Context: an optimization exercise on an open-source flow, tuned for small area and a short achievable clock period. The choices shown serve that exercise and are no tape-out recipe. In this exercise RTL edits were held to simulation tests only and were not proved equivalent to the original. No activity file was given, so power comes from the tool's default toggle rates.

## flow/design.v

```verilog
package hyctl_pkg;
    localparam int BYTE_W     = 8;
    localparam int IP_W       = 32;
    localparam int UDP_PORT_W = 16;
    localparam int BUF_ADDR_W = 7;
    localparam logic [BYTE_W-1:0] PORT_STREAM_LINK = 8'h00;
    localparam logic [BYTE_W-1:0] PORT_PKT_CTRL    = 8'h01;
    localparam logic [BYTE_W-1:0] PORT_IP_CTRL     = 8'h02;
    localparam logic [BYTE_W-1:0] PORT_TX_LEN      = 8'h03;
    localparam logic [BYTE_W-1:0] PORT_PKT_PORT    = 8'h04;
    localparam logic [BYTE_W-1:0] PORT_STREAM_IP   = 8'h10;
    localparam logic [BYTE_W-1:0] PORT_STREAM_UDP  = 8'h14;
    localparam logic [BYTE_W-1:0] PORT_MY_IP       = 8'h30;
    localparam logic [BYTE_W-1:0] PORT_BUF_BASE    = 8'h80;
    localparam int PKT_CTRL_ARM_BIT   = 0;
    localparam int PKT_CTRL_TX_BIT    = 4;
    localparam int IP_CTRL_STATIC_BIT = 0;
    localparam int IP_CTRL_VALID_BIT  = 1;
    localparam logic [1:0] UDP_RESULT_ACCEPTED = 2'b01;
    typedef struct packed {
        logic [BYTE_W-1:0] port_id;
        logic [BYTE_W-1:0] out_port;
        logic              write_strobe;
        logic              read_strobe;
    } io_bus_t;
    typedef struct packed {
        logic                  start;
        logic [BYTE_W-1:0]     data;
        logic                  valid;
        logic                  last;
        logic [IP_W-1:0]       src_ip;
        logic [UDP_PORT_W-1:0] src_port;
    } udp_rx_t;
    typedef struct packed {
        logic                  start;
        logic [BYTE_W-1:0]     data;
        logic                  valid;
        logic                  last;
        logic [BUF_ADDR_W-1:0] length;
        logic [IP_W-1:0]       dst_ip;
        logic [UDP_PORT_W-1:0] dst_port;
    } udp_tx_t;
    typedef struct packed {
        logic                  pkt_ctrl_wr;
        logic                  tx_len_wr;
        logic                  pkt_port_wr_hi;
        logic                  pkt_port_wr_lo;
        logic                  buf_wr;
        logic [BUF_ADDR_W-1:0] buf_addr;
        logic [BYTE_W-1:0]     data;
    } pkt_wr_t;
    typedef struct packed {
        logic                  arm;
        logic                  receiving;
        logic                  transmitting;
        logic [BUF_ADDR_W-1:0] tx_len;
        logic [IP_W-1:0]       pkt_ip;
    } pkt_status_t;
    typedef struct packed {
        logic            dhcp_reset;
        logic [IP_W-1:0] static_ip;
        logic            static_ip_valid;
    } ip_cfg_t;
    typedef struct packed {
        logic                  linked;
        logic [IP_W-1:0]       ip;
        logic [UDP_PORT_W-1:0] udp_port;
    } stream_cfg_t;
endpackage
`timescale 1ns/100ps
module hyctl_bit_next (
    input  logic we_n,
    input  logic wd_n,
    input  logic q,
    output logic d
);
    assign d = (we_n || !wd_n) && (!we_n || q);
endmodule
module hyctl_row_sel (
    input  logic lo,
    input  logic hi,
    output logic sel_n
);
    assign sel_n = !(lo && hi);
endmodule
module hyctl_rd_pair (
    input  logic a0,
    input  logic s0_n,
    input  logic a1,
    input  logic s1_n,
    output logic y_n
);
    assign y_n = !((a0 || s0_n) && (a1 || s1_n));
endmodule
module hyctl_nor2 (
    input  logic [1:0] a,
    output logic       y
);
    assign y = !(|a);
endmodule
module hyctl_nand4 (
    input  logic [3:0] a,
    output logic       y
);
    assign y = !(&a);
endmodule
`timescale 1ns/100ps
module hyctl_top (
    input  logic                          clk,
    input  logic                          reset,
    input  logic [7:0]                    io_port_id,
    input  logic [7:0]                    io_out_port,
    input  logic                          io_write_strobe,
    input  logic                          io_read_strobe,
    output logic [7:0]                    in_port,
    input  logic                          udp_rx_start,
    input  logic [7:0]                    udp_rx_data,
    input  logic                          udp_rx_valid,
    input  logic                          udp_rx_last,
    input  logic [31:0]                   udp_rx_src_ip,
    input  logic [15:0]                   udp_rx_src_port,
    input  logic                          udp_tx_ready,
    input  logic [1:0]                    udp_tx_result,
    output logic                          udp_tx_start,
    output logic [7:0]                    udp_tx_data,
    output logic                          udp_tx_valid,
    output logic                          udp_tx_last,
    output logic [6:0]                    udp_tx_length,
    output logic [31:0]                   udp_tx_dst_ip,
    output logic [15:0]                   udp_tx_dst_port,
    input  logic [31:0]                   ext_ip,
    input  logic                          ext_ip_force,
    output logic                          ip_dhcp_reset,
    output logic [31:0]                   ip_static_ip,
    output logic                          ip_static_ip_valid,
    output logic                          stream_linked,
    output logic [31:0]                   stream_ip,
    output logic [15:0]                   stream_udp_port
);
    localparam int AW    = hyctl_pkg::BUF_ADDR_W;
    localparam int BW    = hyctl_pkg::BYTE_W;
    localparam int DEPTH = 2 ** AW;
    localparam int STAT_RX_BIT = 1;
    logic          wr_en;
    logic          ctrl_wr;
    logic          arm_set;
    logic          tx_go;
    logic          tx_len_wr;
    logic          buf_wr;
    logic          hit_my_ip;
    logic [1:0]    byte_sel;
    assign wr_en     = io_write_strobe && !io_read_strobe;
    assign ctrl_wr   = wr_en && (io_port_id == hyctl_pkg::PORT_PKT_CTRL);
    assign arm_set   = ctrl_wr && io_out_port[hyctl_pkg::PKT_CTRL_ARM_BIT];
    assign tx_go     = ctrl_wr && io_out_port[hyctl_pkg::PKT_CTRL_TX_BIT];
    assign tx_len_wr = wr_en && (io_port_id == hyctl_pkg::PORT_TX_LEN);
    assign buf_wr    = wr_en && io_port_id[7];
    assign hit_my_ip = io_port_id[7:2] == hyctl_pkg::PORT_MY_IP[7:2];
    assign byte_sel  = 2'd3 - io_port_id[1:0];
    logic                  linked_q;
    logic                  use_static_q;
    logic                  static_valid_q;
    logic [31:0]           my_ip_q;
    logic [31:0]           stream_ip_q;
    logic [15:0]           stream_udp_q;
    always_ff @(posedge clk) begin
        if (reset) begin
            linked_q       <= 1'b0;
            use_static_q   <= 1'b0;
            static_valid_q <= 1'b0;
        end else if (wr_en) begin
            if (io_port_id == hyctl_pkg::PORT_STREAM_LINK) begin
                linked_q <= io_out_port[0];
            end
            if (io_port_id == hyctl_pkg::PORT_IP_CTRL) begin
                use_static_q   <= io_out_port[hyctl_pkg::IP_CTRL_STATIC_BIT];
                static_valid_q <= io_out_port[hyctl_pkg::IP_CTRL_VALID_BIT];
            end
        end
    end
    always_ff @(posedge clk) begin
        if (wr_en && hit_my_ip) begin
            my_ip_q[byte_sel*BW +: BW] <= io_out_port;
        end
        if (wr_en && io_port_id[7:2] == hyctl_pkg::PORT_STREAM_IP[7:2]) begin
            stream_ip_q <= pkt_ip_q;
        end
        if (wr_en && io_port_id[7:1] == hyctl_pkg::PORT_STREAM_UDP[7:1]) begin
            if (io_port_id[0]) begin
                stream_udp_q[7:0] <= io_out_port;
            end else begin
                stream_udp_q[15:8] <= io_out_port;
            end
        end
    end
    logic                  arm_q;
    logic                  receiving_q;
    logic                  transmitting_q;
    logic                  tx_start_q;
    logic                  rx_start_q;
    logic                  tx_last_q;
    logic [BW-1:0]         tx_data_q;
    logic [AW-1:0]         tx_cnt_q;
    logic [31:0]           pkt_ip_q;
    logic [15:0]           pkt_port_q;
    logic [AW-1:0]         addr_q;
    logic                  use_cnt_q;
    logic                  rx_start_edge;
    logic                  capture_go;
    logic                  rx_active;
    logic                  rx_byte;
    logic                  rx_done;
    logic                  tx_fire;
    logic                  tx_final;
    logic [AW-1:0]         addr_inc;
    logic [AW-1:0]         addr_next;
    logic                  rx_next;
    logic                  tx_next;
    logic                  arm_next;
    logic [BW-1:0]         buf_rdata;
    logic [BW-1:0]         buf_first;
    assign rx_start_edge = udp_rx_start && !rx_start_q;
    assign capture_go    = arm_q && rx_start_edge && !transmitting_q;
    assign rx_active     = receiving_q || capture_go;
    assign rx_byte       = rx_active && udp_rx_valid;
    assign rx_done       = rx_byte && udp_rx_last;
    assign tx_fire  = transmitting_q && udp_tx_ready;
    assign tx_final = tx_fire && tx_last_q;
    assign addr_inc = addr_q + 1'b1;
    always_comb begin
        if (reset || rx_done || tx_final) begin
            addr_next = '0;
        end else if (rx_byte || tx_fire) begin
            addr_next = addr_inc;
        end else if (tx_go) begin
            addr_next = 7'd1;
        end else if (!receiving_q && !transmitting_q) begin
            addr_next = '0;
        end else begin
            addr_next = addr_q;
        end
        rx_next  = !reset && rx_active && !rx_done;
        tx_next  = !reset && (tx_go || (transmitting_q && !tx_final));
        arm_next = !reset && (arm_set || (arm_q && !capture_go));
    end
    always_ff @(posedge clk) begin
        addr_q         <= addr_next;
        receiving_q    <= rx_next;
        transmitting_q <= tx_next;
        arm_q          <= arm_next;
        use_cnt_q      <= rx_next || tx_next;
        if (reset) begin
            rx_start_q <= 1'b0;
            tx_start_q <= 1'b0;
        end else begin
            rx_start_q <= udp_rx_start;
            if (tx_go) begin
                tx_start_q <= 1'b1;
            end else if (tx_start_q && (udp_tx_result == hyctl_pkg::UDP_RESULT_ACCEPTED)) begin
                tx_start_q <= 1'b0;
            end
        end
    end
    always_ff @(posedge clk) begin
        if (tx_go) begin
            tx_data_q <= buf_first;
        end else if (tx_fire) begin
            tx_data_q <= buf_rdata;
        end
        if (tx_go || tx_fire) begin
            tx_last_q <= (addr_inc == tx_cnt_q);
        end
    end
    always_ff @(posedge clk) begin
        if (rx_done) begin
            tx_cnt_q <= addr_inc;
        end else if (tx_len_wr) begin
            tx_cnt_q <= io_out_port[AW-1:0] + 1'b1;
        end
        if (capture_go) begin
            pkt_ip_q <= udp_rx_src_ip;
        end
        if (capture_go) begin
            pkt_port_q <= udp_rx_src_port;
        end else if (wr_en && io_port_id == hyctl_pkg::PORT_PKT_PORT) begin
            pkt_port_q[15:8] <= io_out_port;
        end else if (wr_en && io_port_id == hyctl_pkg::PORT_PKT_PORT + 8'd1) begin
            pkt_port_q[7:0] <= io_out_port;
        end
    end
    logic [BW-1:0]         buf_wdata;
    logic                  buf_we;
    logic                  buf_we0;
    logic [7:0]            dec_lo;
    logic [15:0]           dec_hi;
    logic [7:0]            cnt_lo;
    logic [15:0]           cnt_hi;
    logic [7:0]            bus_lo;
    logic [15:0]           bus_hi;
    logic [DEPTH-1:0]      sel_n;
    logic [DEPTH-1:0]      row_we;
    logic [DEPTH*BW-1:0]   mem_q;
    logic [DEPTH*BW-1:0]   mem_d;
    logic [BW-1:0]         rd_zero;
    assign buf_wdata = rx_active ? udp_rx_data : io_out_port;
    assign buf_we    = receiving_q ? udp_rx_valid : (!transmitting_q && !capture_go && buf_wr);
    assign buf_we0   = capture_go && !receiving_q && udp_rx_valid;
    always_comb begin
        for (int i = 0; i < 8; i++) begin
            cnt_lo[i] = use_cnt_q && (addr_q[2:0] == i[2:0]);
            bus_lo[i] = !use_cnt_q && (io_port_id[2:0] == i[2:0]);
            dec_lo[i] = cnt_lo[i] || bus_lo[i];
        end
        for (int i = 0; i < 16; i++) begin
            cnt_hi[i] = use_cnt_q && (addr_q[6:3] == i[3:0]);
            bus_hi[i] = !use_cnt_q && (io_port_id[6:3] == i[3:0]);
            dec_hi[i] = cnt_hi[i] || bus_hi[i];
        end
        for (int r = 0; r < DEPTH; r++) begin
            row_we[r] = buf_we && dec_lo[r % 8] && dec_hi[r / 8];
        end
        row_we[0] = row_we[0] || buf_we0;
    end
    for (genvar r = 0; r < DEPTH; r++) begin : g_sel
        hyctl_row_sel u_sel (
            .lo    (dec_lo[r % 8]),
            .hi    (dec_hi[r / 8]),
            .sel_n (sel_n[r])
        );
    end
    for (genvar r = 0; r < DEPTH; r++) begin : g_row
        for (genvar b = 0; b < BW; b++) begin : g_bit
            hyctl_bit_next u_next (
                .we_n (!row_we[r]),
                .wd_n (!buf_wdata[b]),
                .q    (mem_q[r*BW + b]),
                .d    (mem_d[r*BW + b])
            );
        end
        always_ff @(posedge clk) begin
            mem_q[r*BW +: BW] <= mem_d[r*BW +: BW];
        end
    end
    for (genvar b = 0; b < BW; b++) begin : g_bit
        logic [DEPTH/2-1:0]  pair_n;
        logic [DEPTH/4-1:0]  l1;
        logic [DEPTH/16-1:0] l2;
        logic [DEPTH/32-1:0] l3;
        for (genvar p = 0; p < DEPTH / 2; p++) begin : g_pair
            hyctl_rd_pair u_pair (
                .a0   (mem_q[(2*p)*BW + b]),
                .s0_n (sel_n[2*p]),
                .a1   (mem_q[(2*p+1)*BW + b]),
                .s1_n (sel_n[2*p+1]),
                .y_n  (pair_n[p])
            );
        end
        for (genvar q = 0; q < DEPTH / 4; q++) begin : g_l1
            hyctl_nor2 u_nor (.a(pair_n[2*q +: 2]), .y(l1[q]));
        end
        for (genvar q = 0; q < DEPTH / 16; q++) begin : g_l2
            hyctl_nand4 u_nand (.a(l1[4*q +: 4]), .y(l2[q]));
        end
        for (genvar q = 0; q < DEPTH / 32; q++) begin : g_l3
            hyctl_nor2 u_nor (.a(l2[2*q +: 2]), .y(l3[q]));
        end
        hyctl_nand4 u_out (.a(l3), .y(rd_zero[b]));
    end
    assign buf_rdata = ~rd_zero;
    assign buf_first = mem_q[BW-1:0];
    logic [31:0]           ip_src;
    logic [BW-1:0]         rd_next;
    logic [BW-1:0]         rd_q;
    assign ip_src = (!use_static_q || ext_ip_force) ? ext_ip : my_ip_q;
    always_comb begin
        rd_next = '0;
        if (io_port_id[7]) begin
            rd_next = buf_rdata;
        end else if (hit_my_ip) begin
            rd_next = ip_src[byte_sel*BW +: BW];
        end else if (io_port_id == hyctl_pkg::PORT_TX_LEN) begin
            rd_next = {1'b0, rx_done ? addr_q : tx_cnt_q - 1'b1};
        end else if (io_port_id == hyctl_pkg::PORT_PKT_CTRL) begin
            rd_next[hyctl_pkg::PKT_CTRL_TX_BIT]  = tx_next;
            rd_next[STAT_RX_BIT]                 = rx_next;
            rd_next[hyctl_pkg::PKT_CTRL_ARM_BIT] = arm_next;
        end
    end
    always_ff @(posedge clk) begin
        rd_q <= rd_next;
    end
    assign in_port            = rd_q;
    assign udp_tx_start       = tx_start_q;
    assign udp_tx_data        = tx_data_q;
    assign udp_tx_valid       = transmitting_q;
    assign udp_tx_last        = tx_last_q;
    assign udp_tx_length      = tx_cnt_q;
    assign udp_tx_dst_ip      = pkt_ip_q;
    assign udp_tx_dst_port    = pkt_port_q;
    assign ip_dhcp_reset      = use_static_q;
    assign ip_static_ip       = my_ip_q;
    assign ip_static_ip_valid = static_valid_q;
    assign stream_linked      = linked_q;
    assign stream_ip          = stream_ip_q;
    assign stream_udp_port    = stream_udp_q;
endmodule
```

## flow/standard.sh

```bash
#!/bin/bash
# synth_recipe.tcl (not shown) runs the flow's synth.tcl, then flattens the netlist and writes it again
# the make line also repeats each setting of config.mk as NAME=value (left out here)
make -C /OpenROAD-flow-scripts/flow DESIGN_CONFIG=/design/flow/config.mk WORK_HOME=/design/flow/orfs CLKGATE_MAP_FILE= SYNTH_SCRIPT=/design/flow/synth_recipe.tcl "${@:-finish}"
```

## flow/config.mk

```make
export PLATFORM = sky130hd
export DESIGN_NAME = hyctl_top
export DESIGN_NICKNAME = hyctl_top
export VERILOG_FILES = /design/flow/design.v
export SDC_FILE = /design/flow/constraint.sdc
export NUM_CORES = 4
export LEC_CHECK = 0
export CAP_MARGIN = 20
export CORE_MARGIN = 2
export CORE_UTILIZATION = 45
export CTS_BUF_LIST = sky130_fd_sc_hd__clkbuf_8
export CTS_CLUSTER_DIAMETER = 80
export CTS_CLUSTER_SIZE = 12
export PLACE_DENSITY = 0.6
export SETUP_SLACK_MARGIN = 2.9
export SLEW_MARGIN = 20
export SYNTH_HIERARCHICAL = 1
export SYNTH_MINIMUM_KEEP_SIZE = 0
export TNS_END_PERCENT = 10
```

## flow/flow/run.sh

```bash
#!/bin/bash
# The standard layout (standard.sh), with one change: the port buffers
# that buffer_ports inserts are plain sky130_fd_sc_hd__buf_1 cells instead of
# the default cell it picks (a slow delay buffer). Every input and output
# port still gets its own buffer. The full make output goes to
# standard_make.log in the work folder.
set -euo pipefail
bash standard.sh "BUFFER_PORTS_ARGS=-buffer_cell sky130_fd_sc_hd__buf_1" finish > standard_make.log 2>&1
```

## flow/constraint.sdc

```tcl
create_clock -name core_clock -period 5.0 [get_ports {clk}]
set_input_delay 1.0000 -clock core_clock [delete_from_list [all_inputs] [get_ports {clk}]]
set_output_delay 1.0000 -clock core_clock [all_outputs]
set_load 0.01 [all_outputs]
```

==> results by group, run 1 <==
Status
  • Outcome: finished clean

Yosys
  • Mapped Area: about 43000 um2
  • Synth area leaders: dfxtp_1, nand2_1, o21ai_1
  • Sequential share of the synthesized area: around three fifths
  • Cells after Synth: 4868
  • Area leader, netlist: dfxtp_1
  • Yosys top cell area share: between 40 and 50%
  • Syn avg cell area: 8.88 um2
  • Warnings from Yosys: 7
  • Ys flop type: dfxtp_1
  • Most common cell in the netlist: nand2_1
  • Synth top cells by count: nand2_1, dfxtp_1, o21ai_1
  • Synth Register Bits: 1192
  • Syn Nets: 4998
  • Number of synthesized flops with an enable pin: 144
  • Cell variety after synth: 64
  • Async SR Flop Fraction: 0%

STA
  • Tmin final: roughly 3 ns
  • Setup WS post-layout: approximately 2.1 ns
  • Max-slew headroom: around a quarter
  • Fin crit share: between 50% and 60%
  • Final hold viol count: 0
  • Setup TNS Final: 0 ns
  • Final setup violation count: 0
  • FMAX: ~0.34 GHz
  • Unrepaired setup endpoints after global routing: yes
  • Worst-Margin Slew: about 1.1 ns
  • Slew Limit Fails: 0
  • Clock skew: roughly 0.045 ns
  • Worst hold slack: between 0.3 and 0.4 ns

GRT
  • Largest net degree at the start of global routing: between 100 and 150
  • Total GRT Usage: 30.0%
  • Number of global-route vias before repair: between 30000 and 40000
  • Global route total overflow: 0
  • First-pass GRT wire length: around 230 mm
  • Initial antenna violation count: 8

Place
  • Pre-CTS WS: between 0.3 and 0.4 ns
  • Placed cell area: between 40000 and 50000 um2
  • Number of I/O port buffers: roughly 270
  • HPWL Detailed: approximately 95 mm
  • Final Wtd Congestion: 0.926

Clocking
  • Clk sinks: around 1200
  • Root Driver: clkbuf_8
  • CTS tree: built
  • Clock transition at the registers of the reported paths: approximately 0.09 ns
  • H-tree lvl count: 3
  • Worst-Skew Late Latency: approximately 0.81 ns
  • Clock buffer depth: 3
  • Total CTS buffers: 110

Setup path
  • Worst r2r path cells: 13
  • CP Capture Type: register
  • R2r setup slk: 2.09 ns
  • Worst R2R Start: addr_q[0]$_SDFFE_PP0P_
  • Critical path class: in -> reg
  • Req. time, crit path: 5.71 ns
  • Crit Path Max Fanout: 8
  • Reg-to-Reg End: rd_q[3]$_DFF_P_
  • Critical path startpoint category: input port
  • Arrival @ worst endpoint: 3.65 ns

Power and ir drop
  • PwrDens: between 300 and 400 nW/um2
  • Int Pwr: 12.7 mW
  • Flop pwr share: around 60%
  • Combinational share of power: approximately 8.6%
  • Sw Pwr: around 4.4 mW
  • Switch share: roughly a quarter
  • Leak: just over 20 nW
  • Clock network fraction of total power: about a third
  • Max IR drop VDD: roughly 230 uV

Floorplanning
  • Row cnt: between 100 and 150
  • Core Area: ~95000 um2
  • Die X: ~310 um
  • Die Area: about 100000 um2
  • Die Y: approximately 310 um
  • Starting density of the core: a little under half
  • Ports: 272

Drt
  • DRC viols: 0
  • WL final: roughly 170 mm
  • Via density: approximately 5.8
  • Post-route ant nets: 0
  • DR vias: between 30000 and 40000
  • Wirelength per Cell: 24.5 um
  • 1st-pass router iterations: 6
  • DRT iter0 DRCs: between 4000 and 5000

Final layout
  • Final core occ: 56.9%
  • Design Area, Final: 54100 um2
  • Area Growth Syn to Fin: 25.2%
  • Final nets: approximately 5600
  • # fillers: 8544
  • Proportion of layout cells with a drive suffix above 1: between 10% and 20%

Min path
  • Worst Hold End: pkt_ip_q[7]$_DFFE_PN_
  • Cells on Worst Hold Path: 1
  • Worst min path class: in -> reg
  • Hold_sp: udp_rx_src_ip[7]

Run
  • Maxcap violations: 0
-- cells in the final DEF, fill, tap and decap left out, types with 10 or more instances in the layout --
master	n
nand2_8	36
nand2b_1	11
o22ai_2	62
nor2_1	230
buf_1	242
inv_1	60
o22ai_4	14
edfxtp_1	144
o21ai_1	1022
dfxtp_4	10
dfxtp_1	1033
buf_4	150
xnor2_1	11
o21ai_0	30
nand2_2	104
clkbuf_16	23
nor2_4	23
buf_12	60
nand2_1	1173
nand2_4	73
buf_16	19
xor2_1	10
clkbuf_8	112
buf_6	48
nor2_2	65
nand3_1	20
mux2i_1	11
a21oi_1	15
o22ai_1	463
nand4_1	75
-- sequential cells by signal, summed over array words and instances (netlist names), 7 cells and up --
signal and flops:
mem_q 1024, rd_q 8, tx_cnt_q 7, stream_ip_q 32, stream_udp_q 16, tx_data_q 8
addr_q 7, pkt_ip_q 32, pkt_port_q 16, my_ip_q 32
-- cell type report --
| type | instances | area (um2) | share of cell area (%) |
|---|---|---|---|
| Clock inverter | 27 | 179 | 0.331 |
| Clock buffer | 112 | 1540 | 2.85 |
| Multi-Input combinational cell | 3576 | 20100 | 37.2 |
| Inverter | 52 | 239 | 0.442 |
| Sequential cell | 1192 | 25300 | 46.8 |
| Antenna cell | 2 | 5.00 | 0.00925 |
| Timing Repair inverter | 2 | 17.5 | 0.0324 |
| Tap cell | 1265 | 1580 | 2.92 |
| Timing Repair Buffer | 564 | 5080 | 9.39 |
-- metal layers --
| layer | wire length (um) | vias up | global-route usage (%) |
|---|---|---|---|
| met5 | 66 | - | 0 |
| met4 | 7320 | 8 | 12.0 |
| met3 | 14200 | 410 | 5.29 |
| met2 | 73500 | 1741 | 45.7 |
| met1 | 71000 | 18600 | 42.2 |
| li1 | - | 19000 | - |
-- worst max-delay path by stage --
stage,start,endpoint,slack (ns),depth (start not counted)
floorplan,udp_rx_start,mem_q[0]$_DFF_P_,0.98,7
global placement,io_port_id[0],rd_q[2]$_DFF_P_,0.32,14
detailed placement,io_port_id[0],tx_data_q[6]$_DFFE_PP_,0.31,13
CTS,addr_q[0]$_SDFFE_PP0P_,tx_data_q[4]$_DFFE_PP_,2.28,12
global route,addr_q[0]$_SDFFE_PP0P_,rd_q[3]$_DFF_P_,2.11,13
finish,io_port_id[2],rd_q[3]$_DFF_P_,2.06,15
-- power by group through the flow --
stage | Combinational (mW) | Sequential, mW | Clock, mW
6_report | 1.47 | 10.3 | 5.37
5_1_grt | 1.54 | 10.3 | 5.83
4_1_cts | 1.23 | 10.2 | 5.47
3_5_place_dp | 1.01 | 10.5 | 0
3_3_place_gp | 0.985 | 10.5 | 0
2_1_floorplan | 0.572 | 10.4 | 0
-- cells by family (layout without fill, tap and decap cells) --
logic type / after synthesis / after routing / share of synthesized area [%]
buffers and inverters: 101 / 757 / 1.07
adder cells (fa/ha/maj): 15 / 15 / 0.434
AND/OR/NAND/NOR: 1858 / 1859 / 17.1
flip-flops: 1192 / 1192 / 58.5
XOR/XNOR: 21 / 21 / 0.426
AO/OA/AOI/OAI: 1646 / 1646 / 21.1
multiplexers: 35 / 35 / 1.30
other: 0 / 2 / 0
-- worst max-delay path, cell delays in order --
cell	delay (ns)
buf_2	0.16
buf_6	0.15
clkinvlp_4	0.13
nor2_4	0.06
a32oi_2	0.22
inv_2	0.15
buf_12	0.22
nand2_8	0.12
o22ai_1	0.11
nor2_2	0.26
nand4_1	0.23
nor2_1	0.20
nand4_1	0.21
o22ai_1	0.23
o21bai_1	0.15
-- per-module statistics from Yosys, one instance, submodules excluded --
module          times used  flip-flops and latches  cells  area (um2)
hyctl_nor2             288                       0      1        3.75
hyctl_top                1                    1192   1820       29000
hyctl_nand4             72                       0      1        6.26
hyctl_row_sel          128                       0      1        3.75
hyctl_bit_next        1024                       0      2        8.76
hyctl_rd_pair          512                       0      1        6.26
-- timing repair --
item,CTS,global route
setup endpoints to repair,1332,1302
buffers inserted,107,61
gates resized for setup,559,308
hold buffers,0,0
pin swaps,131,89
gates cloned,16,36
-- metrics by stage --
step	instances	total power [mW]
floorplan	4868	11.0
global placement	6431	11.5
detailed placement	6431	11.5
CTS	6693	16.9
global route	6792	17.7
finish	6792	17.1
Testbench counts, summed over its fixed seeds: tx cycles 5,394, tx bytes 3,981.
==> run 2: changes to the inputs <==
--- a/flow/config.mk
+++ b/flow/config.mk
@@ -14,3 +14,3 @@
 export PLACE_DENSITY = 0.6
-export SETUP_SLACK_MARGIN = 2.9
+export SETUP_SLACK_MARGIN = 2.6
 export SLEW_MARGIN = 20
==> results by group, run 2 <==
STA
  • Setup TNS Final: 0 ns (unchanged)
  • Setup WS post-layout: 2.08 ns (was 2.06 ns)
  • Worst-Margin Slew: 1.06 ns (was 1.13 ns)
  • Unrepaired setup endpoints after global routing: yes (unchanged)
  • Final setup violation count: 0 (unchanged)
  • Final hold viol count: 0 (unchanged)
  • Slew Limit Fails: 0 (unchanged)
  • Clock skew: 0.0641 ns (was 0.0447 ns)
  • Fin crit share: 58.4% (was 58.8%)
  • FMAX: 0.342 GHz (was 0.340 GHz)
  • Max-slew headroom: 29.4% (was 24.5%)
  • Worst hold slack: 0.340 ns (was 0.345 ns)
  • Tmin final: 2.92 ns (was 2.94 ns)

GRT
  • Largest net degree at the start of global routing: 129 (unchanged)
  • First-pass GRT wire length: 215 mm (was 225 mm)
  • Initial antenna violation count: 8 (unchanged)
  • Number of global-route vias before repair: 35000 (was 35300)
  • Global route total overflow: 0 (unchanged)
  • Total GRT Usage: 28.4% (was 30.0%)

Floorplanning
  • Row cnt: 113 (unchanged)
  • Ports: 272 (unchanged)
  • Starting density of the core: 45.4% (unchanged)
  • Die Y: 314 um (unchanged)
  • Die Area: 98500 um2 (unchanged)
  • Die X: 314 um (unchanged)
  • Core Area: 95200 um2 (unchanged)

Clocking
  • Clock transition at the registers of the reported paths: 0.09 ns (about the same)
  • Cts hold-fix bufs: 0 (unchanged)
  • Worst-Skew Late Latency: 0.83 ns (was 0.81 ns)
  • Clock buffer depth: 3 (unchanged)
  • Root Driver: clkbuf_8 (unchanged)
  • H-tree lvl count: 3 (unchanged)
  • CTS tree: built (unchanged)
  • Total CTS buffers: 109 (was 110)
  • Clk sinks: 1192 (unchanged)

Final layout
  • Sequential Area: 25300 um2 (about the same)
  • Multi-input logic area: 19200 um2 (was 20100 um2)
  • Proportion of layout cells with a drive suffix above 1: 12.1% (was 16.7%)
  • Commonest non-fill, non-tap cell in the layout: nand2_1 (unchanged)
  • Design Area, Final: 51400 um2 (was 54100 um2)
  • Final nets: 5520 (was 5628)
  • Largest register FFs: 1024 (unchanged)
  • Most frequent cells in the layout: nand2_1, dfxtp_1, o21ai_1 (unchanged)
  • Most flop-heavy register: mem_q (unchanged)
  • # fillers: 8902 (was 8544)
  • Area Growth Syn to Fin: 18.9% (was 25.2%)

Drt
  • DR vias: 37900 (was 39700)
  • Post-route ant nets: 0 (unchanged)
  • Wirelength per Cell: 22.1 um (was 24.5 um)
  • Via density: 5.67 (was 5.84)
  • DRC viols: 0 (unchanged)
  • WL final: 148 mm (was 166 mm)
  • DRT iter0 DRCs: 3610 (was 4291)
  • 1st-pass router iterations: 6 (unchanged)

Setup path
  • Arrival @ worst endpoint: 3.60 ns (was 3.65 ns)
  • R2r setup slk: 2.14 ns (was 2.09 ns)
  • Origin of the worst setup path: io_port_id[2] (unchanged)
  • Crit Path Max Fanout: 10 (was 8)
  • Worst r2r path cells: 14 (was 13)
  • Critical path startpoint category: input port (unchanged)
  • CP Capture Type: register (unchanged)
  • Worst R2R Start: addr_q[0]$_SDFFE_PP0P_ (unchanged)
  • Req. time, crit path: 5.67 ns (was 5.71 ns)
  • Critical path class: in -> reg (unchanged)

Yosys
  • Area leader, netlist: dfxtp_1 (unchanged)
  • Synth area leaders: dfxtp_1, nand2_1, o21ai_1 (unchanged)
  • Yosys top cell area share: 48.5% (unchanged)
  • Cells after Synth: 4868 (unchanged)
  • Number of synthesized flops with an enable pin: 144 (unchanged)
  • Ys flop type: dfxtp_1 (unchanged)
  • Warnings from Yosys: 7 (unchanged)
  • Async SR Flop Fraction: 0% (unchanged)
  • Syn Nets: 4998 (unchanged)
  • Sequential share of the synthesized area: 58.5% (unchanged)
  • Cell variety after synth: 64 (unchanged)
  • Mapped Area: 43200 um2 (unchanged)
  • Synth top cells by count: nand2_1, dfxtp_1, o21ai_1 (unchanged)
  • Syn avg cell area: 8.88 um2 (unchanged)
  • Most common cell in the netlist: nand2_1 (unchanged)
  • Synth Register Bits: 1192 (unchanged)

Run
  • Maxcap violations: 0 (unchanged)

Power and ir drop
  • Post-layout total power: 16.7 mW (was 17.1 mW)
  • Leak: 19.4 nW (was 20.7 nW)
  • PwrDens: 326 nW/um2 (was 316 nW/um2)
  • Max IR drop VDD: 232 uV (about the same)

Status
  • Outcome: finished clean (unchanged)

Min path
  • Cells on Worst Hold Path: 1 (unchanged)
  • Worst min path class: in -> reg (unchanged)
  • Hold_sp: udp_rx_src_ip[27] (was udp_rx_src_ip[7])

Place
  • Placed cell area: 46500 um2 (was 46400 um2)
  • Final Wtd Congestion: 0.914 (was 0.926)
  • Pre-CTS WS: 0.341 ns (was 0.310 ns)
  • Number of I/O port buffers: 271 (unchanged)
  • HPWL Detailed: 93.0 mm (was 94.9 mm)
run 2: cells by family (layout without fill, tap and decap cells):
family | Yosys count | count (layout) | share of synthesized area (%)
adder cells (fa/ha/maj) | 15 | 15 | 0.434
flip-flops | 1192 | 1192 | 58.5
AND/OR/NAND/NOR | 1858 | 1859 | 17.1
AO/OA/AOI/OAI | 1646 | 1646 | 21.1
other | 0 | 4 | 0
XOR/XNOR | 21 | 21 | 0.426
multiplexers | 35 | 35 | 1.30
buffers and inverters | 101 | 651 | 1.07
run 2: worst paths after layout:
| kind | to |
|---|---|
| worst max-delay path | tx_data_q[1]$_DFFE_PP_ |
| worst min-delay path | pkt_ip_q[27]$_DFFE_PN_ |
| worst max register to register | tx_data_q[1]$_DFFE_PP_ |
| worst min register to register | mem_q[976]$_DFF_P_ |
run 2: timing repair:
action / 4_1_cts / 5_1_grt
setup buffers: 82 / 17
gates cloned: 8 / 8
gates resized for setup: 390 / 113
pin swaps: 81 / 37
hold endpoints to repair: 0 / 0
setup endpoints to repair: 1195 / 1112
run 2: cell type report:
class                   instances  share of cell area (%)
diodes                          4                  0.0195
clock buffers                 110                    2.95
clock inverters                30                   0.309
inverters                      52                   0.443
multi-input cells            3576                    37.4
flip-flops and latches       1192                    49.3
well taps                    1265                    3.08
repair buffers                458                    6.52
repair inverters                1                  0.0170
run 2: metrics by stage:
step / instances / util, %
after floorplan: 4868 / -
after global placement: 6429 / 48.9
after detailed placement: 6429 / 48.9
after CTS: 6659 / 53.3
after global routing: 6686 / 54.0
final: 6688 / 54.0
run 2: metal layers:
| metal | vias to the layer above | wire length (um) | part of all wire, % | global-route usage [%] |
|---|---|---|---|---|
| met5 | - | 53 | 0.036 | 0 |
| met4 | 8 | 4940 | 3.3 | 9.52 |
| met3 | 268 | 10300 | 7.0 | 4.12 |
| met2 | 1287 | 67500 | 46 | 45.5 |
| met1 | 17600 | 64700 | 44 | 39.5 |
| li1 | 18700 | - | - | - |
run 2: power breakdown:
group          leakage [nW]  total [mW]  internal (mW)  switching, mW
clock network         0.936        5.23           2.00           3.23
registers              9.82        10.2           10.0          0.211
logic                  8.60        1.25          0.445          0.807
total                  19.4        16.7           12.5           4.25
run 2: worst max-delay path, cell delays in order:
cell and delay, ns:
buf_2 0.23, inv_2 0.20, nor2_1 0.13, a32oi_4 0.26, inv_4 0.15, buf_4 0.18
nand2_4 0.12, o22ai_1 0.10, nor2_1 0.19, nand4_1 0.32, nor2_4 0.27, nand4_1 0.13
buf_4 0.18, a21oi_1 0.13
run 2: Yosys stat by module, one instance, submodules excluded:
module          copies in the design  area (um2)  flip-flops and latches
hyctl_row_sel                    128        3.75                       0
hyctl_top                          1       29000                    1192
hyctl_rd_pair                    512        6.26                       0
hyctl_nand4                       72        6.26                       0
hyctl_nor2                       288        3.75                       0
hyctl_bit_next                  1024        8.76                       0
==> run 3: changes to the inputs <==
--- a/flow/config.mk
+++ b/flow/config.mk
@@ -13,3 +13,3 @@
 export CTS_CLUSTER_SIZE = 12
-export PLACE_DENSITY = 0.6
+export PLACE_DENSITY = 0.7
 export SETUP_SLACK_MARGIN = 2.6
==> results by group, run 3 <==
Yosys
  • XOR/XNOR Fraction of Synth Area: 0.426% (unchanged)
  • Synth top cells by count: nand2_1, dfxtp_1, o21ai_1 (unchanged)
  • Mux contribution to synthesized area: 1.30% (unchanged)
  • Ys flop type: dfxtp_1 (unchanged)
  • Synth Register Bits: 1192 (unchanged)
  • Async SR Flop Fraction: 0% (unchanged)
  • Sequential share of the synthesized area: 58.5% (unchanged)
  • Most common cell in the netlist: nand2_1 (unchanged)
  • Post-Synth Simple-Gate Area: 17.1% (unchanged)
  • Yosys top cell area share: 48.5% (unchanged)
  • Cells after Synth: 4868 (unchanged)
  • Warnings from Yosys: 7 (unchanged)
  • Number of synthesized flops with an enable pin: 144 (unchanged)
  • Largest family of logic cells by synthesized area: compound AO/OA/AOI/OAI gates (unchanged)
  • Syn avg cell area: 8.88 um2 (unchanged)
  • Area leader, netlist: dfxtp_1 (unchanged)
  • Synth area leaders: dfxtp_1, nand2_1, o21ai_1 (unchanged)
  • Syn Nets: 4998 (unchanged)
  • Synth Area in Compound Gates: 21.1% (unchanged)
  • Adder-Cell Fraction of Synth Area: 0.434% (unchanged)
  • Mapped Area: 43200 um2 (unchanged)
  • Cell variety after synth: 64 (unchanged)

Power and ir drop
  • Sw Pwr: 4.23 mW (was 4.25 mW)
  • Leak: 19.2 nW (was 19.4 nW)
  • Int Pwr: 12.5 mW (about the same)
  • Flop pwr share: 61.4% (was 61.3%)
  • Combinational share of power: 7.3% (was 7.5%)
  • Clock network fraction of total power: 31.3% (about the same)
  • PwrDens: 326 nW/um2 (about the same)
  • Switch share: 25.3% (was 25.4%)
  • Max IR drop VDD: 237 uV (was 232 uV)

Drt
  • Post-route ant nets: 0 (unchanged)
  • Via density: 5.82 (was 5.67)
  • Wirelength per Cell: 22.3 um (was 22.1 um)
  • DRC viols: 0 (unchanged)
  • WL final: 149 mm (was 148 mm)
  • 1st-pass router iterations: 7 (was 6)
  • DRT iter0 DRCs: 4551 (was 3610)
  • DR vias: 38900 (was 37900)

Setup path
  • R2r setup slk: 2.09 ns (was 2.14 ns)
  • Critical path startpoint category: input port (unchanged)
  • Crit path max-delay cell type: buf_1 (was nand4_1)
  • CP Depth: 11 (was 14)
  • Crit path cell chain: buf_1 > nand3_2 > o22ai_1 > buf_4 > nand2_1 > o22ai_1 > nor2_1 > nand4_1 > nor2_2 > nand4_1 > a21oi_1 (was buf_2 > inv_2 > nor2_1 > a32oi_4 > inv_4 > buf_4 > nand2_4 > o22ai_1 > nor2_1 > nand4_1 > nor2_4 > nand4_1 > buf_4 > a21oi_1)
  • Critical Path End: tx_data_q[5]$_DFFE_PP_ (was tx_data_q[1]$_DFFE_PP_)
  • Worst R2R Start: use_cnt_q$_DFF_P_ (was addr_q[0]$_SDFFE_PP0P_)
  • Arrival @ worst endpoint: 3.49 ns (was 3.60 ns)
  • Critical path class: in -> reg (unchanged)
  • Top delay family on crit path: simple AND/OR/NAND/NOR gates (unchanged)
  • Worst path bufs/invs: 2 (was 5)
  • Req. time, crit path: 5.55 ns (was 5.67 ns)
  • Worst r2r path cells: 11 (was 14)
  • Reg-to-Reg End: tx_data_q[5]$_DFFE_PP_ (was tx_data_q[1]$_DFFE_PP_)
  • Origin of the worst setup path: io_port_id[3] (was io_port_id[2])
  • CP Capture Type: register (unchanged)
  • Crit Path Max Fanout: 16 (was 10)
  • CP max stage delay: 0.43 ns (was 0.32 ns)

Final layout
  • Most frequent cells in the layout: nand2_1, dfxtp_1, o21ai_1 (unchanged)
  • Design Area, Final: 51200 um2 (was 51400 um2)
  • Area Growth Syn to Fin: 18.5% (was 18.9%)
  • Proportion of layout cells with a drive suffix above 1: 12.1% (about the same)
  • Commonest non-fill, non-tap cell in the layout: nand2_1 (unchanged)
  • Most flop-heavy register: mem_q (unchanged)
  • # fillers: 8612 (was 8902)
  • Largest register FFs: 1024 (unchanged)
  • Final nets: 5517 (was 5520)

Clocking
  • Total CTS buffers: 110 (was 109)
  • Worst-Skew Late Latency: 0.82 ns (was 0.83 ns)
  • Clk sinks: 1192 (unchanged)
  • H-tree lvl count: 3 (unchanged)
  • Root Driver: clkbuf_8 (unchanged)
  • Cts hold-fix bufs: 0 (unchanged)
  • CTS tree: built (unchanged)
  • Clock transition at the registers of the reported paths: 0.08 ns (was 0.09 ns)
  • Clock buffer depth: 3 (unchanged)

GRT
  • Number of global-route vias before repair: 35600 (was 35000)
  • First-pass GRT wire length: 218 mm (was 215 mm)
  • Total GRT Usage: 28.8% (was 28.4%)
  • Initial antenna violation count: 8 (unchanged)
  • Global route total overflow: 0 (unchanged)
  • Largest net degree at the start of global routing: 65 (was 129)

Floorplanning
  • Die Y: 314 um (unchanged)
  • Core Area: 95200 um2 (unchanged)
  • Starting density of the core: 45.4% (unchanged)
  • Die Area: 98500 um2 (unchanged)
  • Ports: 272 (unchanged)
  • Row cnt: 113 (unchanged)
  • Die X: 314 um (unchanged)

STA
  • FMAX: 0.339 GHz (was 0.342 GHz)
  • Setup WS post-layout: 2.05 ns (was 2.08 ns)
  • Final hold viol count: 0 (unchanged)
  • Slew Limit Fails: 0 (unchanged)
  • Setup TNS Final: 0 ns (unchanged)
  • Unrepaired setup endpoints after global routing: yes (unchanged)
  • Tmin final: 2.95 ns (was 2.92 ns)
  • Fin crit share: 58.9% (was 58.4%)
  • Max-slew headroom: 24.6% (was 29.4%)
  • Final setup violation count: 0 (unchanged)
  • Clock skew: 0.0636 ns (was 0.0641 ns)
  • Worst-Margin Slew: 1.12 ns (was 1.06 ns)

Place
  • Final Wtd Congestion: 1.03 (was 0.914)
  • HPWL Detailed: 94.6 mm (was 93.0 mm)
  • Number of I/O port buffers: 271 (unchanged)
  • Pre-CTS WS: 0.502 ns (was 0.341 ns)
  • Placed cell area: 46400 um2 (was 46500 um2)

Min path
  • Cells on Worst Hold Path: 1 (unchanged)
  • Hold_sp: udp_rx_src_ip[4] (was udp_rx_src_ip[27])
  • Worst min path class: in -> reg (unchanged)

Run
  • Maxcap violations: 0 (unchanged)

Status
  • Outcome: finished clean (unchanged)
run 3: logic make-up after synthesis:
kind of cell,Yosys count
xor+xnor,21
compound gates,1646
mux,35
fa+ha+maj,15
simple gates,1858
buf+inv,101
flops,1192
run 3: Yosys stat by module, one instance, submodules excluded:
module,cells,area [um2],copies in the design
hyctl_rd_pair,1,6.26,512
hyctl_nor2,1,3.75,288
hyctl_row_sel,1,3.75,128
hyctl_nand4,1,6.26,72
hyctl_top,1820,29000,1
hyctl_bit_next,2,8.76,1024
run 3: routing by layer:
metal	up-vias	global-route usage [%]	share of wire, %
li1	18700	-	-
met5	-	0.629	0.070
met1	17900	39.1	41
met2	1884	43.5	44
met4	6	11.7	4.6
met3	433	7.55	11
run 3: worst min path at each step:
stage / slack, ns / end
global placement: 0.43 / stream_ip_q[31]$_DFFE_PP_
global route: 0.33 / pkt_ip_q[16]$_DFFE_PN_
detailed placement: 0.43 / stream_ip_q[21]$_DFFE_PP_
finish: 0.37 / pkt_ip_q[4]$_DFFE_PN_
floorplan: 0.43 / mem_q[1008]$_DFF_P_
CTS: 0.34 / pkt_ip_q[16]$_DFFE_PN_
run 3: repair_timing:
action	in CTS	in global routing
gates resized for setup	371	117
buffers inserted	72	28
gates cloned	9	5
pin swaps	104	41
setup endpoints to repair	1141	1129
endpoints found under the hold margin	0	0
run 3: through the flow:
step | power, mW | std cells | hold WS, ns | util, %
after floorplan | 11.0 | 4868 | 0.429 | -
after global placement | 11.4 | 6426 | 0.429 | 48.8
after detailed placement | 11.5 | 6426 | 0.434 | 48.8
after CTS | 16.7 | 6649 | 0.339 | 53.1
after global routing | 17.3 | 6685 | 0.327 | 53.8
final | 16.7 | 6686 | 0.369 | 53.8
run 3: power groups by stage:
stage	clock network [mW]	logic [mW]	registers, mW
after floorplan	0	0.572	10.4
after global placement	0	0.955	10.5
after detailed placement	0	0.987	10.5
after CTS	5.28	1.15	10.3
after global routing	5.64	1.31	10.3
final	5.22	1.23	10.3
run 3: layout make-up:
type / count / area [um2] / share of cell area, %
timing repair inverter: 1 / 11.3 / 0.0220
multi-input combinational: 3575 / 19000 / 37.1
sequential: 1192 / 25300 / 49.4
timing repair buffer: 455 / 3360 / 6.57
tap: 1265 / 1580 / 3.09
inverter: 52 / 241 / 0.472
clock buffer: 110 / 1510 / 2.96
antenna: 4 / 10.0 / 0.0195
clock inverter: 32 / 169 / 0.330
==> run 4: changes to the inputs <==
--- a/flow/design.v
+++ b/flow/design.v
@@ -220,2 +220,3 @@
     logic [BW-1:0]         buf_rdata;
+    logic [BW-1:0]         tx_rdata;
     logic [BW-1:0]         buf_first;
@@ -267,3 +268,3 @@
         end else if (tx_fire) begin
-            tx_data_q <= buf_rdata;
+            tx_data_q <= tx_rdata;
         end
@@ -304,2 +305,3 @@
     logic [BW-1:0]         rd_zero;
+    logic [BW-1:0]         tx_zero;
     assign buf_wdata = rx_active ? udp_rx_data : io_out_port;
@@ -367,4 +369,6 @@
         hyctl_nand4 u_out (.a(l3), .y(rd_zero[b]));
+        hyctl_nand4 u_out_tx (.a(l3), .y(tx_zero[b]));
     end
     assign buf_rdata = ~rd_zero;
+    assign tx_rdata  = ~tx_zero;
     assign buf_first = mem_q[BW-1:0];
--- a/flow/config.mk
+++ b/flow/config.mk
@@ -13,3 +13,3 @@
 export CTS_CLUSTER_SIZE = 12
-export PLACE_DENSITY = 0.7
+export PLACE_DENSITY = 0.6
 export SETUP_SLACK_MARGIN = 2.6
==> results by group, run 4 <==
Status
  • Outcome: finished clean (unchanged)

Drt
  • Post-route ant nets: 0 (unchanged)
  • 1st-pass router iterations: 6 (was 7)
  • Via density: 5.70 (was 5.82)
  • Wirelength per Cell: 22.8 um (was 22.3 um)
  • WL final: 152 mm (was 149 mm)
  • DR vias: 38100 (was 38900)
  • DRT iter0 DRCs: 3591 (was 4551)
  • DRC viols: 0 (unchanged)

STA
  • Unrepaired setup endpoints after global routing: yes (unchanged)
  • Worst-Margin Slew: 1.11 ns (was 1.12 ns)
  • Fin crit share: 58.3% (was 58.9%)
  • Setup TNS Final: 0 ns (unchanged)
  • Slew Limit Fails: 0 (unchanged)
  • Clock skew: 0.0504 ns (was 0.0636 ns)
  • Final setup violation count: 0 (unchanged)
  • Final hold viol count: 0 (unchanged)
  • Setup WS post-layout: 2.08 ns (was 2.05 ns)
  • Max-slew headroom: 25.6% (was 24.6%)
  • Tmin final: 2.92 ns (was 2.95 ns)
  • FMAX: 0.343 GHz (was 0.339 GHz)

Yosys
  • Area leader, netlist: dfxtp_1 (unchanged)
  • Yosys top cell area share: 48.5% (about the same)
  • Synth Register Bits: 1192 (unchanged)
  • Sequential share of the synthesized area: 58.5% (about the same)
  • Number of synthesized flops with an enable pin: 144 (unchanged)
  • Ys flop type: dfxtp_1 (unchanged)
  • Most common cell in the netlist: nand2_1 (unchanged)
  • Syn avg cell area: 8.87 um2 (was 8.88 um2)
  • Mapped Area: 43300 um2 (was 43200 um2)
  • Cells after Synth: 4876 (was 4868)
  • Warnings from Yosys: 7 (unchanged)
  • Syn Nets: 5006 (was 4998)
  • Synth top cells by count: nand2_1, dfxtp_1, o21ai_1 (unchanged)
  • Cell variety after synth: 64 (unchanged)
  • Synth area leaders: dfxtp_1, nand2_1, o21ai_1 (unchanged)
  • Async SR Flop Fraction: 0% (unchanged)

Clocking
  • CTS tree: built (unchanged)
  • Total CTS buffers: 109 (was 110)
  • H-tree lvl count: 3 (unchanged)
  • Clock buffer depth: 3 (unchanged)
  • Root Driver: clkbuf_8 (unchanged)
  • Clock transition at the registers of the reported paths: 0.09 ns (was 0.08 ns)
  • Clk sinks: 1192 (unchanged)
  • Cts hold-fix bufs: 0 (unchanged)
  • Worst-Skew Late Latency: 0.81 ns (was 0.82 ns)

Min path
  • Worst min path class: in -> reg (unchanged)
  • Hold_sp: udp_rx_src_ip[3] (was udp_rx_src_ip[4])

Power and ir drop
  • PwrDens: 327 nW/um2 (was 326 nW/um2)
  • Sw Pwr: 4.25 mW (was 4.23 mW)
  • Flop pwr share: 61.2% (was 61.4%)
  • Post-layout total power: 16.7 mW (about the same)
  • Int Pwr: 12.5 mW (about the same)
  • Combinational share of power: 7.5% (was 7.3%)
  • Switch share: 25.4% (was 25.3%)
  • Leak: 19.1 nW (was 19.2 nW)
  • Max IR drop VDD: 206 uV (was 237 uV)
  • Clock network fraction of total power: 31.3% (about the same)

Final layout
  • Design Area, Final: 51100 um2 (was 51200 um2)
  • Final core occ: 53.7% (was 53.8%)
  • Proportion of layout cells with a drive suffix above 1: 12.4% (was 12.1%)
  • Area Growth Syn to Fin: 18.2% (was 18.5%)
  • Largest register FFs: 1024 (unchanged)
  • Most frequent cells in the layout: nand2_1, dfxtp_1, o21ai_1 (unchanged)
  • Commonest non-fill, non-tap cell in the layout: nand2_1 (unchanged)
  • Most flop-heavy register: mem_q (unchanged)
  • Final nets: 5517 (unchanged)

Setup path
  • CP max stage delay: 0.23 ns (was 0.43 ns)
  • Critical path class: in -> reg (unchanged)
  • Crit path max-delay cell type: nor2_4 (was buf_1)
  • Worst R2R Start: addr_q[0]$_SDFFE_PP0P_ (was use_cnt_q$_DFF_P_)
  • Req. time, crit path: 5.74 ns (was 5.55 ns)
  • CP Capture Type: register (unchanged)
  • Most used cell, CP: buf_12
  • Arrival @ worst endpoint: 3.66 ns (was 3.49 ns)
  • Critical path startpoint category: input port (unchanged)
  • Origin of the worst setup path: io_port_id[1] (was io_port_id[3])
  • Crit Path Max Fanout: 6 (was 16)
  • Crit path cell chain: buf_6 > buf_6 > clkinvlp_4 > ha_4 > a32oi_4 > clkinvlp_4 > buf_12 > buf_12 > buf_12 > nand2_8 > buf_4 > o22ai_2 > nor2_2 > nand4_1 > nor2_4 > nand4_1 > a32oi_1 (was buf_1 > nand3_2 > o22ai_1 > buf_4 > nand2_1 > o22ai_1 > nor2_1 > nand4_1 > nor2_2 > nand4_1 > a21oi_1)

Floorplanning
  • Die Area: 98700 um2 (was 98500 um2)
  • Die Y: 314 um (about the same)
  • Starting density of the core: 45.5% (was 45.4%)
  • Ports: 272 (unchanged)
  • Row cnt: 113 (unchanged)
  • Die X: 314 um (about the same)
  • Core Area: 95200 um2 (unchanged)

Place
  • Number of I/O port buffers: 271 (unchanged)
  • Placed cell area: 46500 um2 (was 46400 um2)
  • Pre-CTS WS: 0.489 ns (was 0.502 ns)
  • HPWL Detailed: 97.1 mm (was 94.6 mm)
  • Final Wtd Congestion: 0.910 (was 1.03)

GRT
  • Largest net degree at the start of global routing: 129 (was 65)
  • Total GRT Usage: 29.0% (was 28.8%)
  • Global route total overflow: 0 (unchanged)
  • First-pass GRT wire length: 218 mm (about the same)
  • Initial antenna violation count: 8 (unchanged)
  • Number of global-route vias before repair: 34800 (was 35600)

Run
  • Maxcap violations: 0 (unchanged)
-- run 4: cell families (layout without fill, tap and decap cells) --
kind of cell | after synthesis | count (layout) | share of synthesized area, %
and+or+nand+nor | 1866 | 1866 | 17.2
buffers and inverters | 101 | 638 | 1.07
other | 0 | 4 | 0
AOI/OAI and AO/OA | 1646 | 1646 | 21.1
muxes | 35 | 35 | 1.30
DFF | 1192 | 1192 | 58.5
adders and majority gates | 15 | 15 | 0.434
xor gates and xnor gates | 21 | 21 | 0.425
-- run 4: worst max-delay path, delay by kind of cell --
kind                     cells  cell delay [ns]
AO/OA/AOI/OAI                3             0.45
adder cells (fa/ha/maj)      1             0.22
buffers and inverters        8             1.04
AND/OR/NAND/NOR              5             0.89
-- run 4: Yosys stat by module (local to each module, per instance) --
| module | times used | area (um2) |
|---|---|---|
| hyctl_bit_next | 1024 | 8.76 |
| hyctl_nand4 | 80 | 6.26 |
| hyctl_nor2 | 288 | 3.75 |
| hyctl_rd_pair | 512 | 6.26 |
| hyctl_row_sel | 128 | 3.75 |
| hyctl_top | 1 | 29000 |
-- run 4: path summary, 6_finish.rpt --
path / to / slack [ns] / depth (start not counted)
setup reg to reg: rd_q[4]$_DFF_P_ / 2.10 / 15
hold reg to reg: mem_q[85]$_DFF_P_ / 0.45 / 2
setup / recovery: rd_q[4]$_DFF_P_ / 2.08 / 17
hold / removal: pkt_ip_q[3]$_DFFE_PN_ / 0.35 / 1
-- run 4: what timing repair did --
| item | in CTS | in global routing |
|---|---|---|
| pin swaps | 74 | 82 |
| gates cloned | 3 | 10 |
| setup endpoints to repair | 1153 | 1141 |
| resized for setup | 346 | 158 |
| setup buffers | 73 | 27 |
-- run 4: area by class of cell --
type	count	area, um2
repair buffers	448	3200
diodes	4	10.0
repair inverters	1	11.3
inverters	52	235
flip-flops and latches	1192	25300
fillers	8922	44000
clock inverters	25	113
clock buffers	112	1540
well taps	1265	1580
multi-input cells	3583	19100
-- run 4: per-stage QoR --
step	std cells	hold slack [ns]
final	6682	0.353
after global routing	6681	0.318
after CTS	6641	0.302
after detailed placement	6428	0.431
after global placement	6428	0.425
after floorplan	4876	0.429
-- run 4: layer usage --
| metal | vias up | global-route usage (%) | wire, um |
|---|---|---|---|
| li1 | 18700 | - | - |
| met1 | 17700 | 39.6 | 66100 |
| met2 | 1294 | 45.7 | 68900 |
| met3 | 300 | 5.56 | 11200 |
| met4 | 10 | 10.9 | 6050 |
| met5 | - | 0 | 68 |
-- run 4: power groups by stage --
| stage | Combinational (mW) | Sequential (mW) | Clock (mW) |
|---|---|---|---|
| finish | 1.26 | 10.3 | 5.24 |
| floorplan | 0.585 | 10.4 | 0 |
| global route | 1.35 | 10.3 | 5.68 |
| global placement | 1.00 | 10.5 | 0 |
| CTS | 1.16 | 10.2 | 5.32 |
| detailed placement | 1.03 | 10.5 | 0 |
Testbench counts of run 4, summed over its fixed seeds: tx cycles 5,394, tx bytes 3,981.
==> run 5: changes to the inputs <==
--- a/flow/design.v
+++ b/flow/design.v
@@ -70,2 +70,18 @@
 `timescale 1ns/100ps
+module hyctl_predec (
+    input  logic       use_cnt,
+    input  logic [6:0] cnt,
+    input  logic [6:0] bus,
+    output logic [7:0] lo,
+    output logic [15:0] hi
+);
+    always_comb begin
+        for (int i = 0; i < 8; i++) begin
+            lo[i] = (use_cnt && (cnt[2:0] == i[2:0])) || (!use_cnt && (bus[2:0] == i[2:0]));
+        end
+        for (int i = 0; i < 16; i++) begin
+            hi[i] = (use_cnt && (cnt[6:3] == i[3:0])) || (!use_cnt && (bus[6:3] == i[3:0]));
+        end
+    end
+endmodule
 module hyctl_bit_next (
@@ -296,6 +312,4 @@
     logic [15:0]           dec_hi;
-    logic [7:0]            cnt_lo;
-    logic [15:0]           cnt_hi;
-    logic [7:0]            bus_lo;
-    logic [15:0]           bus_hi;
+    logic [7:0]            dec_lo_w;
+    logic [15:0]           dec_hi_w;
     logic [DEPTH-1:0]      sel_n;
@@ -309,15 +323,19 @@
     assign buf_we0   = capture_go && !receiving_q && udp_rx_valid;
+    hyctl_predec u_predec_rd (
+        .use_cnt (use_cnt_q),
+        .cnt     (addr_q),
+        .bus     (io_port_id[AW-1:0]),
+        .lo      (dec_lo),
+        .hi      (dec_hi)
+    );
+    hyctl_predec u_predec_wr (
+        .use_cnt (use_cnt_q),
+        .cnt     (addr_q),
+        .bus     (io_port_id[AW-1:0]),
+        .lo      (dec_lo_w),
+        .hi      (dec_hi_w)
+    );
     always_comb begin
-        for (int i = 0; i < 8; i++) begin
-            cnt_lo[i] = use_cnt_q && (addr_q[2:0] == i[2:0]);
-            bus_lo[i] = !use_cnt_q && (io_port_id[2:0] == i[2:0]);
-            dec_lo[i] = cnt_lo[i] || bus_lo[i];
-        end
-        for (int i = 0; i < 16; i++) begin
-            cnt_hi[i] = use_cnt_q && (addr_q[6:3] == i[3:0]);
-            bus_hi[i] = !use_cnt_q && (io_port_id[6:3] == i[3:0]);
-            dec_hi[i] = cnt_hi[i] || bus_hi[i];
-        end
         for (int r = 0; r < DEPTH; r++) begin
-            row_we[r] = buf_we && dec_lo[r % 8] && dec_hi[r / 8];
+            row_we[r] = buf_we && dec_lo_w[r % 8] && dec_hi_w[r / 8];
         end
==> results by group, run 5 <==
Setup path
  • Crit path cell chain: buf_12 > or3_4 > o32ai_4 > buf_12 > nand2_8 > o22ai_4 > nor2_2 > nand4_1 > nor2_4 > nand4_1 > o32ai_1 > or3_1 (was buf_6 > buf_6 > clkinvlp_4 > ha_4 > a32oi_4 > clkinvlp_4 > buf_12 > buf_12 > buf_12 > nand2_8 > buf_4 > o22ai_2 > nor2_2 > nand4_1 > nor2_4 > nand4_1 > a32oi_1)
  • Critical path startpoint category: register (was input port)
  • CP Capture Type: register (unchanged)
  • Crit Path Max Fanout: 19 (was 6)
  • R2r setup slk: 2.12 ns (was 2.10 ns)
  • Critical Path End: rd_q[0]$_DFF_P_ (was rd_q[4]$_DFF_P_)
  • Reg-to-Reg End: rd_q[0]$_DFF_P_ (was rd_q[4]$_DFF_P_)
  • Crit path max-delay cell type: dfxtp_4 (was nor2_4)
  • Critical path class: reg -> reg (was in -> reg)
  • Origin of the worst setup path: use_cnt_q$_DFF_P_ (was io_port_id[1])
  • Req. time, crit path: 5.71 ns (was 5.74 ns)
  • Worst r2r path cells: 12 (was 15)
  • CP max stage delay: 0.38 ns (was 0.23 ns)
  • Worst R2R Start: use_cnt_q$_DFF_P_ (was addr_q[0]$_SDFFE_PP0P_)
  • Arrival @ worst endpoint: 3.59 ns (was 3.66 ns)

Yosys
  • Synth area leaders: dfxtp_1, nand2_1, o21ai_1 (unchanged)
  • Async SR Flop Fraction: 0% (unchanged)
  • Ys flop type: dfxtp_1 (unchanged)
  • Yosys top cell area share: 48.1% (was 48.5%)
  • Sequential share of the synthesized area: 58.0% (was 58.5%)
  • Number of synthesized flops with an enable pin: 144 (unchanged)
  • Cells after Synth: 4951 (was 4876)
  • Syn avg cell area: 8.82 um2 (was 8.87 um2)
  • Mapped Area: 43700 um2 (was 43300 um2)
  • Most common cell in the netlist: nand2_1 (unchanged)
  • Cell variety after synth: 71 (was 64)
  • Area leader, netlist: dfxtp_1 (unchanged)
  • Warnings from Yosys: 8 (was 7)
  • Syn Nets: 5076 (was 5006)
  • Synth Register Bits: 1192 (unchanged)
  • Synth top cells by count: nand2_1, dfxtp_1, o21ai_1 (unchanged)

Drt
  • DRC viols: 0 (unchanged)
  • Via density: 5.71 (was 5.70)
  • DRT iter0 DRCs: 3704 (was 3591)
  • WL final: 150 mm (was 152 mm)
  • DR vias: 38400 (was 38100)
  • 1st-pass router iterations: 6 (unchanged)
  • Post-route ant nets: 0 (unchanged)
  • Wirelength per Cell: 22.3 um (was 22.8 um)

STA
  • Slew Limit Fails: 0 (unchanged)
  • Final setup violation count: 0 (unchanged)
  • Fin crit share: 57.6% (was 58.3%)
  • Max-slew headroom: 41.3% (was 25.6%)
  • Tmin final: 2.88 ns (was 2.92 ns)
  • FMAX: 0.347 GHz (was 0.343 GHz)
  • Unrepaired setup endpoints after global routing: yes (unchanged)
  • Setup TNS Final: 0 ns (unchanged)
  • Worst hold slack: 0.342 ns (was 0.353 ns)
  • Worst-Margin Slew: 0.880 ns (was 1.11 ns)
  • Clock skew: 0.0482 ns (was 0.0504 ns)
  • Final hold viol count: 0 (unchanged)

Floorplanning
  • Die Y: 315 um (was 314 um)
  • Die Area: 99500 um2 (was 98700 um2)
  • Starting density of the core: 45.3% (was 45.5%)
  • Row cnt: 114 (was 113)
  • Die X: 315 um (was 314 um)
  • Ports: 272 (unchanged)
  • Core Area: 96400 um2 (was 95200 um2)

Clocking
  • Total CTS buffers: 109 (unchanged)
  • Root Driver: clkbuf_8 (unchanged)
  • H-tree lvl count: 3 (unchanged)
  • Clock transition at the registers of the reported paths: 0.09 ns (about the same)
  • Clock buffer depth: 3 (unchanged)
  • Clk sinks: 1192 (unchanged)
  • CTS tree: built (unchanged)
  • Cts hold-fix bufs: 0 (unchanged)
  • Worst-Skew Late Latency: 0.82 ns (was 0.81 ns)

Final layout
  • Design Area, Final: 51300 um2 (was 51100 um2)
  • Most flop-heavy register: mem_q (unchanged)
  • Area Growth Syn to Fin: 17.5% (was 18.2%)
  • Largest register FFs: 1024 (unchanged)
  • Proportion of layout cells with a drive suffix above 1: 11.5% (was 12.4%)
  • Most frequent cells in the layout: nand2_1, dfxtp_1, o21ai_1 (unchanged)
  • Commonest non-fill, non-tap cell in the layout: nand2_1 (unchanged)
  • Final core occ: 53.2% (was 53.7%)
  • Final nets: 5543 (was 5517)

Status
  • Outcome: finished clean (unchanged)

GRT
  • Total GRT Usage: 28.8% (was 29.0%)
  • First-pass GRT wire length: 220 mm (was 218 mm)
  • Initial antenna violation count: 10 (was 8)
  • Number of global-route vias before repair: 35000 (was 34800)
  • Largest net degree at the start of global routing: 105 (was 129)
  • Global route total overflow: 0 (unchanged)

Place
  • HPWL Detailed: 97.6 mm (was 97.1 mm)
  • Final Wtd Congestion: 0.913 (was 0.910)
  • Placed cell area: 47200 um2 (was 46500 um2)
  • Number of I/O port buffers: 271 (unchanged)

Power and ir drop
  • Leak: 19.1 nW (about the same)
  • Max IR drop VDD: 261 uV (was 206 uV)
  • PwrDens: 331 nW/um2 (was 327 nW/um2)
  • Post-layout total power: 17.0 mW (was 16.7 mW)

Run
  • Maxcap violations: 0 (unchanged)

Min path
  • Worst min path class: in -> reg (unchanged)
run 5: layer usage:
layer	global-route usage, %	routed length [um]
met1	40.0	65300
met4	10.4	5190
met2	45.5	69100
met5	0	30
met3	4.58	10300
run 5: worst min-delay path by stage:
stage	start	end	slack, ns	cells after the start
detailed placement	pkt_ip_q[25]$_DFFE_PN_	stream_ip_q[25]$_DFFE_PP_	0.43	0
floorplan	mem_q[1008]$_DFF_P_	mem_q[1008]$_DFF_P_	0.43	2
global route	udp_rx_src_ip[2]	pkt_ip_q[2]$_DFFE_PN_	0.29	1
global placement	pkt_ip_q[14]$_DFFE_PN_	stream_ip_q[14]$_DFFE_PP_	0.43	0
finish	udp_rx_src_ip[14]	pkt_ip_q[14]$_DFFE_PN_	0.34	1
CTS	udp_rx_src_ip[4]	pkt_ip_q[4]$_DFFE_PN_	0.28	1
run 5: final cells by class:
cell class | count | area, um2
clock buffer | 112 | 1540
tap | 1276 | 1600
timing repair buffer | 419 | 2890
sequential | 1192 | 25300
inverter | 46 | 176
clock inverter | 24 | 159
fill | 9363 | 45100
antenna | 3 | 7.51
multi-input combinational | 3650 | 19600
run 5: kinds of logic after synthesis:
logic type      count (synthesis)  share of synthesized area, %
xor+xnor                       22                         0.441
flops                        1192                          58.0
simple gates                 1910                          17.8
buf+inv                       109                          1.14
fa+ha+maj                      10                         0.287
mux                            30                          1.13
compound gates               1678                          21.3
run 5: what timing repair did:
item,CTS,global route
resized for setup,294,175
setup endpoints to repair,1219,1188
cloned,5,4
pin swaps,24,21
buffers inserted,33,12
run 5: Yosys stat by module (local to each module, per instance):
module,times used,area (um2)
hyctl_nor2,288,3.75
hyctl_row_sel,128,3.75
hyctl_bit_next,1024,8.76
hyctl_rd_pair,512,6.26
hyctl_nand4,80,6.26
hyctl_top,1,28600
hyctl_predec,2,390
run 5: through the flow:
stage,std cells,worst slack [ns]
floorplan,4951,0.952
global placement,6529,0.777
detailed placement,6529,0.816
CTS,6703,2.14
global route,6721,2.10
finish,6722,2.12
run 5: where the power goes:
part | internal (mW) | switching, mW
Sequential | 10.1 | 0.268
Combinational | 0.458 | 0.833
Clock | 2.11 | 3.20
run 5: critical path, delay by kind of cell (launching register included):
family,cells,cell delay [ns]
compound gates,3,0.61
buf+inv,2,0.40
flops,1,0.38
simple gates,7,1.32
Testbench counts of run 5, summed over its fixed seeds: tx cycles 5,394, tx bytes 3,981.

## afterwards: timing with drivers on the ports
The results above use ideal ports. As a check the final layouts listed here were re-extracted and re-timed, cells and wires unchanged.
Step 1 (the two cells are an assumption about what drives the block):
set clk [get_ports {clk}]
set_driving_cell -lib_cell sky130_fd_sc_hd__clkbuf_16 $clk
set_driving_cell -lib_cell sky130_fd_sc_hd__buf_2 [delete_from_list [all_inputs] $clk]
Step 2, shift: input delay + t, output delay - t, t = (earliest + latest rising clock arrival at the registers) / 2. This alone moves slack from input paths to output paths.
Three values: no drivers, after step 1, after step 2; two values: the first two.
| run | t (ns) | setup slack, ns | hold WS [ns] | clock arrival spread, ns |
|---|---|---|---|---|
| run 1 | 0.857 | 2.061 / 2.073 / 1.217 | 0.345 / 0.310 / 0.450 | 0.049 / 0.049 |
| run 2 | 0.859 | 2.078 / 2.088 / 1.229 | 0.340 / 0.300 / 0.449 | 0.069 / 0.069 |
| run 3 | 0.854 | 2.054 / 1.970 / 1.116 | 0.369 / 0.328 / 0.448 | 0.065 / 0.064 |
| run 4 | 0.855 | 2.083 / 2.101 / 1.252 | 0.353 / 0.314 / 0.449 | 0.050 / 0.051 |
| run 5 | 0.859 | 2.121 / 2.121 / 1.307 | 0.342 / 0.305 / 0.449 | 0.049 / 0.048 |
After both steps setup and hold are still met in every run listed. The setup slack of run 3, which loses most, moves by -0.084 ns with the drivers and by -0.938 ns with both steps.
